Background: an optimization exercise with open tools, aiming at small area, a short achievable clock period and few clock cycles. Do not read the settings as production practice.
Function was checked by simulation only, so behaviour that the tests miss may differ from the original.
Power and IR drop assume default switching activity.

==> design/flow/design.v <==
`timescale 1ns / 1ps
package wnm_pkg;
    localparam int MAX_PATTERN = 32;
    localparam int POS_W       = MAX_PATTERN + 1;
    localparam int LEN_W       = $clog2(MAX_PATTERN + 1);
    localparam logic [7:0] ANY_ONE = 8'd63;
    localparam logic [7:0] ANY_RUN = 8'd42;
    localparam logic [7:0] CODE_ANY_ONE = 8'h2B;
    localparam logic CMD_LOAD = 1'b0;
    localparam logic CMD_NAME = 1'b1;
    typedef struct packed {
        logic matched;
        logic pattern_overflow;
    } t_result;
endpackage
`timescale 1ns / 1ps
module wnm_cell (
    input  logic       i_clk,
    input  logic       i_shift,
    input  logic [7:0] i_d,
    input  logic [7:0] i_ch,
    output logic [7:0] o_q,
    output logic       o_hit,
    output logic       o_star
);
    logic [7:0] r_byte;
    logic       wild;
    always_ff @(posedge i_clk) begin
        if (i_shift) begin
            r_byte <= i_d;
        end
    end
    assign wild   = (r_byte[7:1] == wnm_pkg::ANY_RUN[7:1]);
    assign o_q    = r_byte;
    assign o_star = wild && !r_byte[0];
    assign o_hit  = (wild && r_byte[0]) || (r_byte == i_ch);
endmodule
`timescale 1ns / 1ps
module wnm_out_skid (
    input  logic             i_clk,
    input  logic             i_rst_n,
    input  logic             i_push,
    input  logic             i_push_next,
    input  wnm_pkg::t_result i_data,
    output logic             o_ready,
    output logic             o_valid,
    input  logic             i_ready,
    output wnm_pkg::t_result o_data
);
    logic    r_out_valid;
    logic    n_out_valid;
    wnm_pkg::t_result r_out;
    wnm_pkg::t_result n_out;
    logic    r_skid_valid;
    logic    n_skid_valid;
    wnm_pkg::t_result r_skid;
    wnm_pkg::t_result n_skid;
    logic    out_free;
    logic    r_ready;
    assign out_free = !r_out_valid || i_ready;
    always_comb begin
        n_out_valid  = r_out_valid;
        n_out        = r_out;
        n_skid_valid = r_skid_valid;
        n_skid       = r_skid;
        if (out_free) begin
            if (r_skid_valid) begin
                n_out_valid  = 1'b1;
                n_out        = r_skid;
                n_skid_valid = i_push;
                n_skid       = i_data;
            end else begin
                n_out_valid  = i_push;
                n_out        = i_data;
            end
        end else if (i_push) begin
            n_skid_valid = 1'b1;
            n_skid       = i_data;
        end
    end
    always_ff @(posedge i_clk) begin
        if (!i_rst_n) begin
            r_out_valid  <= 1'b0;
            r_skid_valid <= 1'b0;
            r_ready      <= 1'b1;
        end else begin
            r_out_valid  <= n_out_valid;
            r_skid_valid <= n_skid_valid;
            r_ready      <= !n_out_valid || (!n_skid_valid && !i_push_next);
        end
    end
    always_ff @(posedge i_clk) begin
        r_out  <= n_out;
        r_skid <= n_skid;
    end
    assign o_ready = r_ready;
    assign o_valid = r_out_valid;
    assign o_data  = r_out;
endmodule
`timescale 1ns / 1ps
module wildcard_name_matcher (
    input  logic       i_clk,
    input  logic       i_rst_n,
    input  logic       i_valid,
    output logic       o_ready,
    input  logic       i_cmd,
    input  logic [7:0] i_ch,
    input  logic       i_last,
    output logic       o_valid,
    input  logic       i_ready,
    output logic       o_matched,
    output logic       o_pattern_overflow
);
    localparam int N  = wnm_pkg::MAX_PATTERN;
    localparam int LW = wnm_pkg::LEN_W;
    logic [LW-1:0]  r_cnt;            
    logic [LW-1:0]  r_len;            
    logic           r_lstar;          
    logic           r_ovf;
    logic           r_load_restart;
    logic           r_name_restart;
    logic [N:0]     r_act;
    logic           in_fire;
    logic           ch_swap;
    logic [7:0]     ch_code;
    logic           r_shift;
    logic [7:0]     r_in_ch;
    logic           r_nm_v;
    logic           r_nm_first;
    logic           r_nm_last;
    logic           load_fire;
    logic           name_fire;
    logic           ch_star;
    logic [LW-1:0]  ld_cnt;
    logic [LW-1:0]  ld_len;
    logic           ld_lstar;
    logic           ld_ovf;
    logic           ld_room;
    logic           store;
    logic [7:0]     d   [N+1];
    logic [N-1:0]   hit;
    logic [N-1:0]   star;
    logic [N:0]     start;
    logic [N:0]     cur;
    logic [N:0]     closed;
    logic [N:0]     step;
    logic           push;
    wnm_pkg::t_result push_data;
    wnm_pkg::t_result out_data;
    assign in_fire   = i_valid && o_ready;
    assign load_fire = in_fire && (i_cmd == wnm_pkg::CMD_LOAD);
    assign name_fire = in_fire && (i_cmd == wnm_pkg::CMD_NAME);
    assign ch_star   = (i_ch == wnm_pkg::ANY_RUN);
    assign ch_swap   = (i_ch[7:5] == 3'b001) && i_ch[3] && (i_ch[1:0] == 2'b11) && (i_ch[4] == i_ch[2]);
    assign ch_code   = ch_swap ? (i_ch ^ 8'b0001_0100) : i_ch;
    assign ld_cnt   = r_load_restart ? '0 : r_cnt;
    assign ld_len   = r_load_restart ? '0 : r_len;
    assign ld_lstar = !r_load_restart && r_lstar;
    assign ld_ovf   = !r_load_restart && r_ovf;
    assign ld_room  = (ld_cnt < LW'(N));
    assign store    = load_fire && ld_room && !(ch_star && ld_lstar);
    always_ff @(posedge i_clk) begin
        if (!i_rst_n) begin
            r_shift <= 1'b0;
            r_nm_v  <= 1'b0;
        end else begin
            r_shift <= store;
            r_nm_v  <= name_fire;
        end
    end
    always_ff @(posedge i_clk) begin
        r_in_ch     <= ch_code;
        r_nm_last   <= i_last;
        r_nm_first  <= r_name_restart;
    end
    always_ff @(posedge i_clk) begin
        if (!i_rst_n) begin
            r_cnt          <= '0;
            r_len          <= '0;
            r_lstar        <= 1'b0;
            r_ovf          <= 1'b0;
            r_load_restart <= 1'b1;
            r_name_restart <= 1'b1;
        end else if (load_fire) begin
            r_cnt          <= ld_room ? ld_cnt + LW'(1) : ld_cnt;
            r_len          <= store ? ld_len + LW'(1) : ld_len;
            r_lstar        <= store ? ch_star : ld_lstar;
            r_ovf          <= ld_ovf || !ld_room;
            r_load_restart <= i_last;
            r_name_restart <= 1'b1;
        end else if (name_fire) begin
            r_name_restart <= i_last;
        end
    end
    assign d[0] = r_in_ch;
    for (genvar i = 0; i < N; i++) begin : g_cell
        wnm_cell u_cell (
            .i_clk   (i_clk),
            .i_shift (r_shift),
            .i_d     (d[i]),
            .i_ch    (r_in_ch),
            .o_q     (d[i+1]),
            .o_hit   (hit[i]),
            .o_star  (star[i])
        );
    end
    for (genvar q = 0; q <= N; q++) begin : g_pos
        assign start[q] = (r_len == LW'(q));
    end
    assign cur = r_nm_first ? start : r_act;
    for (genvar q = 0; q <= N; q++) begin : g_close
        if (q < N) begin : g_lo
            assign closed[q] = cur[q] || (cur[q+1] && star[q]);
        end else begin : g_hi
            assign closed[q] = cur[q];
        end
    end
    for (genvar q = 0; q <= N; q++) begin : g_step
        logic stay;
        logic move;
        if (q > 0) begin : g_stay
            assign stay = closed[q] && (star[q-1] || !r_nm_v);
        end else begin : g_nostay
            assign stay = closed[q] && !r_nm_v;
        end
        if (q < N) begin : g_move
            assign move = closed[q+1] && hit[q] && r_nm_v;
        end else begin : g_nomove
            assign move = 1'b0;
        end
        assign step[q] = stay || move;
    end
    always_ff @(posedge i_clk) begin
        r_act <= step;
    end
    assign push                       = r_nm_v && r_nm_last;
    assign push_data.matched          = step[0] || (step[1] && star[0]);
    assign push_data.pattern_overflow = r_ovf;
    wnm_out_skid u_out (
        .i_clk       (i_clk),
        .i_rst_n     (i_rst_n),
        .i_push      (push),
        .i_push_next (name_fire && i_last),
        .i_data      (push_data),
        .o_ready     (o_ready),
        .o_valid     (o_valid),
        .i_ready     (i_ready),
        .o_data      (out_data)
    );
    assign o_matched          = out_data.matched;
    assign o_pattern_overflow = out_data.pattern_overflow;
endmodule
==> design/flow/run.sh <==
#!/bin/bash
# synth_recipe.tcl (not shown) runs the flow's synth.tcl, then flattens the netlist and writes it again
# the make line also repeats each setting of config.mk as NAME=value (left out here)
make -C /OpenROAD-flow-scripts/flow DESIGN_CONFIG=/design/flow/config.mk WORK_HOME=/design/flow/orfs CLKGATE_MAP_FILE= SYNTH_SCRIPT=/design/flow/synth_recipe.tcl finish
==> design/flow/config.mk <==
export PLATFORM = sky130hd
export DESIGN_NAME = wildcard_name_matcher
export DESIGN_NICKNAME = wildcard_name_matcher
export VERILOG_FILES = /design/flow/design.v
export SDC_FILE = /design/flow/constraint.sdc
export NUM_CORES = 4
export LEC_CHECK = 0
export CAP_MARGIN = 20
export CORE_MARGIN = 2
export CORE_UTILIZATION = 40
export CTS_CLUSTER_DIAMETER = 100
export CTS_CLUSTER_SIZE = 25
export SETUP_SLACK_MARGIN = 2.9
export SLEW_MARGIN = 20
==> design/flow/constraint.sdc <==
create_clock -name core_clock -period 5.0 [get_ports {i_clk}]
set_input_delay 1.0000 -clock core_clock [delete_from_list [all_inputs] [get_ports {i_clk}]]
set_output_delay 1.0000 -clock core_clock [all_outputs]
set_load 0.01 [all_outputs]
==> load_flow_metrics.sql <==
INSERT INTO impl_metrics (metric_group, metric, value, unit) VALUES
('worst_setup_path', 'cp_max_fo', '4', ''),
('clock_tree', 'path_clk_slew', '0.10', 'ns'),
('worst_setup_path', 'worst-endpoint-arrival', '2.51', 'ns'),
('yosys', 'synth.distinct_cells', '69', ''),
('flow_run', 'maxCapViolations', '0', ''),
('worst_setup_path', 'endpoint_class_of_the_critical_path', 'register', ''),
('yosys', 'synth_enable_flop_cells', '260', ''),
('sta', 'fin_tns_setup', '0', 'ns'),
('routing', 'met1Wirelength', '16200', 'microns'),
('worst_setup_path', 'cp-start-kind', 'input port', ''),
('final_layout', 'fillcell_total', '3267', ''),
('final_layout', 'layout-drive-gt1-share', '8.75', '%'),
('power_and_ir_drop', 'ir_drop', '0.000229', 'V'),
('die', 'design.portCount', '18', ''),
('routing', 'drt_pass1_iterations', '7', ''),
('placement', 'gp_congestion', '0.768', ''),
('hold_path', 'hold_path_startpoint', 'r_name_restart', ''),
('die', 'die_width', '196', 'microns'),
('sta', 'timing.max_slew.rel_slack', '37.5', '%'),
('hold_path', 'hold_class', 'register to register', ''),
('sta', 'timing_worst_slew_pin_value', '0.938', 'ns'),
('clock_tree', 'cts-htree-levels', '1', ''),
('routing', 'violation_count_after_the_first_detailed_routing_iteration', '829', ''),
('clock_tree', 'cts-root-to-sink-buffers', '3', ''),
('sta', 'fin_ws', '2.88', 'ns'),
('hold_path', 'number_of_stages_on_the_worst_hold_path', '0', ''),
('routing', 'detail_route.drc_violations', '0', ''),
('yosys', 'syn-cell-area', '0.0148', 'sq mm'),
('yosys', 'async_reset_ff_share', '0', '%'),
('yosys', 'synth-main-ff-cell', 'edfxtp_1', ''),
('sta', 'unrepaired_setup_endpoints_after_global_routing', 'true', ''),
('clock_tree', 'clk_latency_worst_skew_pair', '0.51', 'ns'),
('global_routing', 'grt-ovfl-total', '0', ''),
('clock_tree', 'tritoncts', 'built', ''),
('yosys', 'synth.ff_latch_count', '324', ''),
('global_routing', 'antenna_found_initial', '0', ''),
('yosys', 'seq_area_frac_synth', '61.3', '%'),
('final_layout', 'area.growth.synth_to_final', '9.56', '%'),
('global_routing', 'via_count_of_the_first_global_routing_pass', '8990', ''),
('placement', 'pre_cts_ws', '2.26', 'ns'),
('clock_tree', 'cts_root_buffer', 'clkbuf_16', ''),
('worst_setup_path', 'reg2reg_launch_point', 'r_len[1]', ''),
('die', 'initial_standard_cell_utilization_of_the_core', '40.6', '%'),
('worst_setup_path', 'reg2reg_depth', '6', ''),
('die', 'die_height', '196', 'microns'),
('final_layout', 'mostFrequentLayoutCell', 'edfxtp_1', ''),
('routing', 'drtAntennaViolNets', '0', ''),
('placement', 'dpl.hpwl', '21100', 'microns'),
('final_layout', 'antenna_cells_inserted', '0', ''),
('yosys', 'syn_inst', '1117', ''),
('sta', 'clock_skew', '0.0103', 'ns'),
('power_and_ir_drop', 'cellPowerDensity', '300', 'mW/mm^2'),
('final_layout', 'layout_common_cells', 'edfxtp_1 (260), xnor2_1 (235), nand4_1 (61), o21ai_0 (56), dfxtp_1 (48)', ''),
('status', 'status', 'complete, no violations', ''),
('sta', 'post-route-period-util', '42.5', '%'),
('clock_tree', 'cts_hold_repair.buffers', '0', ''),
('final_layout', 'final_util', '44.5', '%'),
('routing', 'routed-wl-met3', '1370', 'microns'),
('routing', 'drt-vias-per-instance', '5.63', ''),
('hold_path', 'sink_of_the_worst_hold_path', 'r_nm_first', ''),
('sta', 'final_number_of_max_transition_violations', '0', ''),
('clock_tree', 'cts_inserted_buffers', '16', ''),
('worst_setup_path', 'worst-setup-path-type', 'input port to register', ''),
('final_layout', 'final_nets', '1149', ''),
('routing', 'dr_total_vias', '9066', ''),
('routing', 'routed_wire_length_per_instance', '20.6', 'microns'),
('sta', 'fmaxAchievable', '471', 'MHz'),
('worst_setup_path', 'worstPathRequired', '5.39', 'ns'),
('worst_setup_path', 'ff2ff_setup_slack', '2.91', 'ns'),
('final_layout', 'ff_latch_area', '0.00913', 'sq mm'),
('worst_setup_path', 'worst_r2r_endpoint', 'u_out.r_out[1]', '');
[critical path: stages]
cell	delay (ns)
clkdlybuf4s50_1	0.48
nor3_4	0.27
a41oi_4	0.17
o2111ai_1	0.25
mux2i_1	0.25
a21oi_1	0.10
[per-stage QoR]
| step | instances | hold slack (ns) | area, sq um | total power [W] |
|---|---|---|---|---|
| floorplan | 1117 | 0.331 | 14800 | 0.00332 |
| global placement | 1562 | 0.419 | 15400 | 0.00341 |
| detailed placement | 1562 | 0.415 | 15400 | 0.00342 |
| CTS | 1599 | 0.417 | 16100 | 0.00490 |
| global route | 1611 | 0.415 | 16200 | 0.00504 |
| finish | 1611 | 0.427 | 16200 | 0.00487 |
[routing by layer]
| metal | GRT usage [%] | vias to the layer above |
|---|---|---|
| met2 | 27.1 | 203 |
| met1 | 25.8 | 4555 |
| met5 | 0 | - |
| met4 | 3.84 | 0 |
| met3 | 1.80 | 41 |
| li1 | - | 4267 |
[timing repair]
| action | in CTS | in global routing |
|---|---|---|
| buffers inserted | 8 | 12 |
| endpoints found under the setup margin | 33 | 35 |
| pin swaps | 1 | 4 |
| endpoints found under the hold margin | 0 | 0 |
| resized for setup | 38 | 16 |
| cloned | 1 | 0 |
[flip-flops by register name (all words and copies together), names as in the netlist, 2 cells and up]
name / cells
g_cell.u_cell.r_byte: 256
r_act: 33
r_in_ch: 8
r_cnt: 6
r_len: 6
u_out.r_out: 2
u_out.r_skid: 2
[cell type report]
| type | instances | share of cell area [%] |
|---|---|---|
| inverters | 14 | 0.347 |
| repair inverters | 1 | 0.0462 |
| clock buffers | 27 | 2.85 |
| flip-flops and latches | 324 | 56.3 |
| well taps | 468 | 3.61 |
| clock inverters | 1 | 0.108 |
| repair buffers | 48 | 2.84 |
| multi-input cells | 728 | 33.9 |
[report_power, final]
group / internal [W] / switching (W) / total [W]
Combinational: 0.000153 / 0.000158 / 0.000311
Clock: 0.000669 / 0.000826 / 0.00150
Sequential: 0.00296 / 0.000103 / 0.00307
Total: 0.00379 / 0.00109 / 0.00487
[cell usage after synthesis, types with 5 or more instances]
| library cell | count | area share [%] |
|---|---|---|
| nand2_1 | 48 | 1.2 |
| xor2_1 | 24 | 1.4 |
| nor2_1 | 19 | 0.48 |
| nor3_1 | 5 | 0.17 |
| nand2b_1 | 10 | 0.42 |
| inv_1 | 13 | 0.33 |
| nand3_1 | 25 | 0.84 |
| xnor2_1 | 235 | 14 |
| nand4bb_1 | 7 | 0.53 |
| clkbuf_1 | 22 | 0.56 |
| a21oi_1 | 14 | 0.47 |
| nor4_1 | 8 | 0.34 |
| o31ai_1 | 26 | 1.3 |
| a32o_1 | 26 | 1.8 |
| nor3b_1 | 24 | 1.2 |
| a22oi_1 | 24 | 1.2 |
| edfxtp_1 | 260 | 53 |
| nand4_1 | 61 | 2.6 |
| dfxtp_1 | 64 | 8.6 |
| nand3b_1 | 5 | 0.25 |
| a32oi_1 | 9 | 0.53 |
| o21ai_0 | 57 | 1.9 |
| nor4b_1 | 5 | 0.30 |
| nor2b_1 | 10 | 0.42 |
| buf_2 | 24 | 0.81 |
| nor4bb_1 | 24 | 1.6 |
[worst max-delay path by stage]
stage                              from                    endpoint  slack, ns  depth (start not counted)
after global placement          i_ch[7]                    r_len[2]       2.30                          6
after detailed placement        i_ch[0]                    r_len[5]       2.26                          6
after floorplan                 r_shift  g_cell[0].u_cell.r_byte[0]       2.57                          0
after CTS                 u_out.r_ready                     o_ready       2.80                          1
after global routing           r_len[1]              u_out.r_out[1]       2.82                          6
final                           i_ch[0]                    r_len[5]       2.88                          6
[cells by family after synthesis]
family / Yosys count / share of synthesized area, %
AOI/OAI and AO/OA: 190 / 9.15
adders and majority gates: 2 / 0.169
and+or+nand+nor: 272 / 11.6
DFF: 324 / 61.3
buffers and inverters: 65 / 2.08
muxes: 5 / 0.346
xor gates and xnor gates: 259 / 15.3
Testbench counts, summed over its fixed seeds: cycles 32,708.

-- separate check: timing with driven ports --
The results above use ideal ports. As a check the final layout listed here was re-extracted and re-timed, cells and wires unchanged. Step 1 (the two cells are an assumption about what drives the block):
set clk [get_ports {i_clk}]
set_driving_cell -lib_cell sky130_fd_sc_hd__clkbuf_16 $clk
set_driving_cell -lib_cell sky130_fd_sc_hd__buf_2 [delete_from_list [all_inputs] $clk]
Step 2 moves the port delays by t, midway between the first and last clock arrival at a register: inputs arrive t later, outputs are due t later. That takes back most of the time a late clock gives input paths. Three values: no drivers, after step 1, after step 2; two values: the first two.
shift t [ns]: 0.556
setup slack, ns: 2.875 / 2.880 / 2.347
latest minus earliest clock arrival (ns): 0.011 / 0.011
slew at the worst register clock pin (ns): 0.10 / 0.10
pins driven straight from the clock port: 1
After both steps setup and hold are still met in this run. For this run, drivers alone change the setup slack by +0.005 ns; drivers and shift together by -0.528 ns.
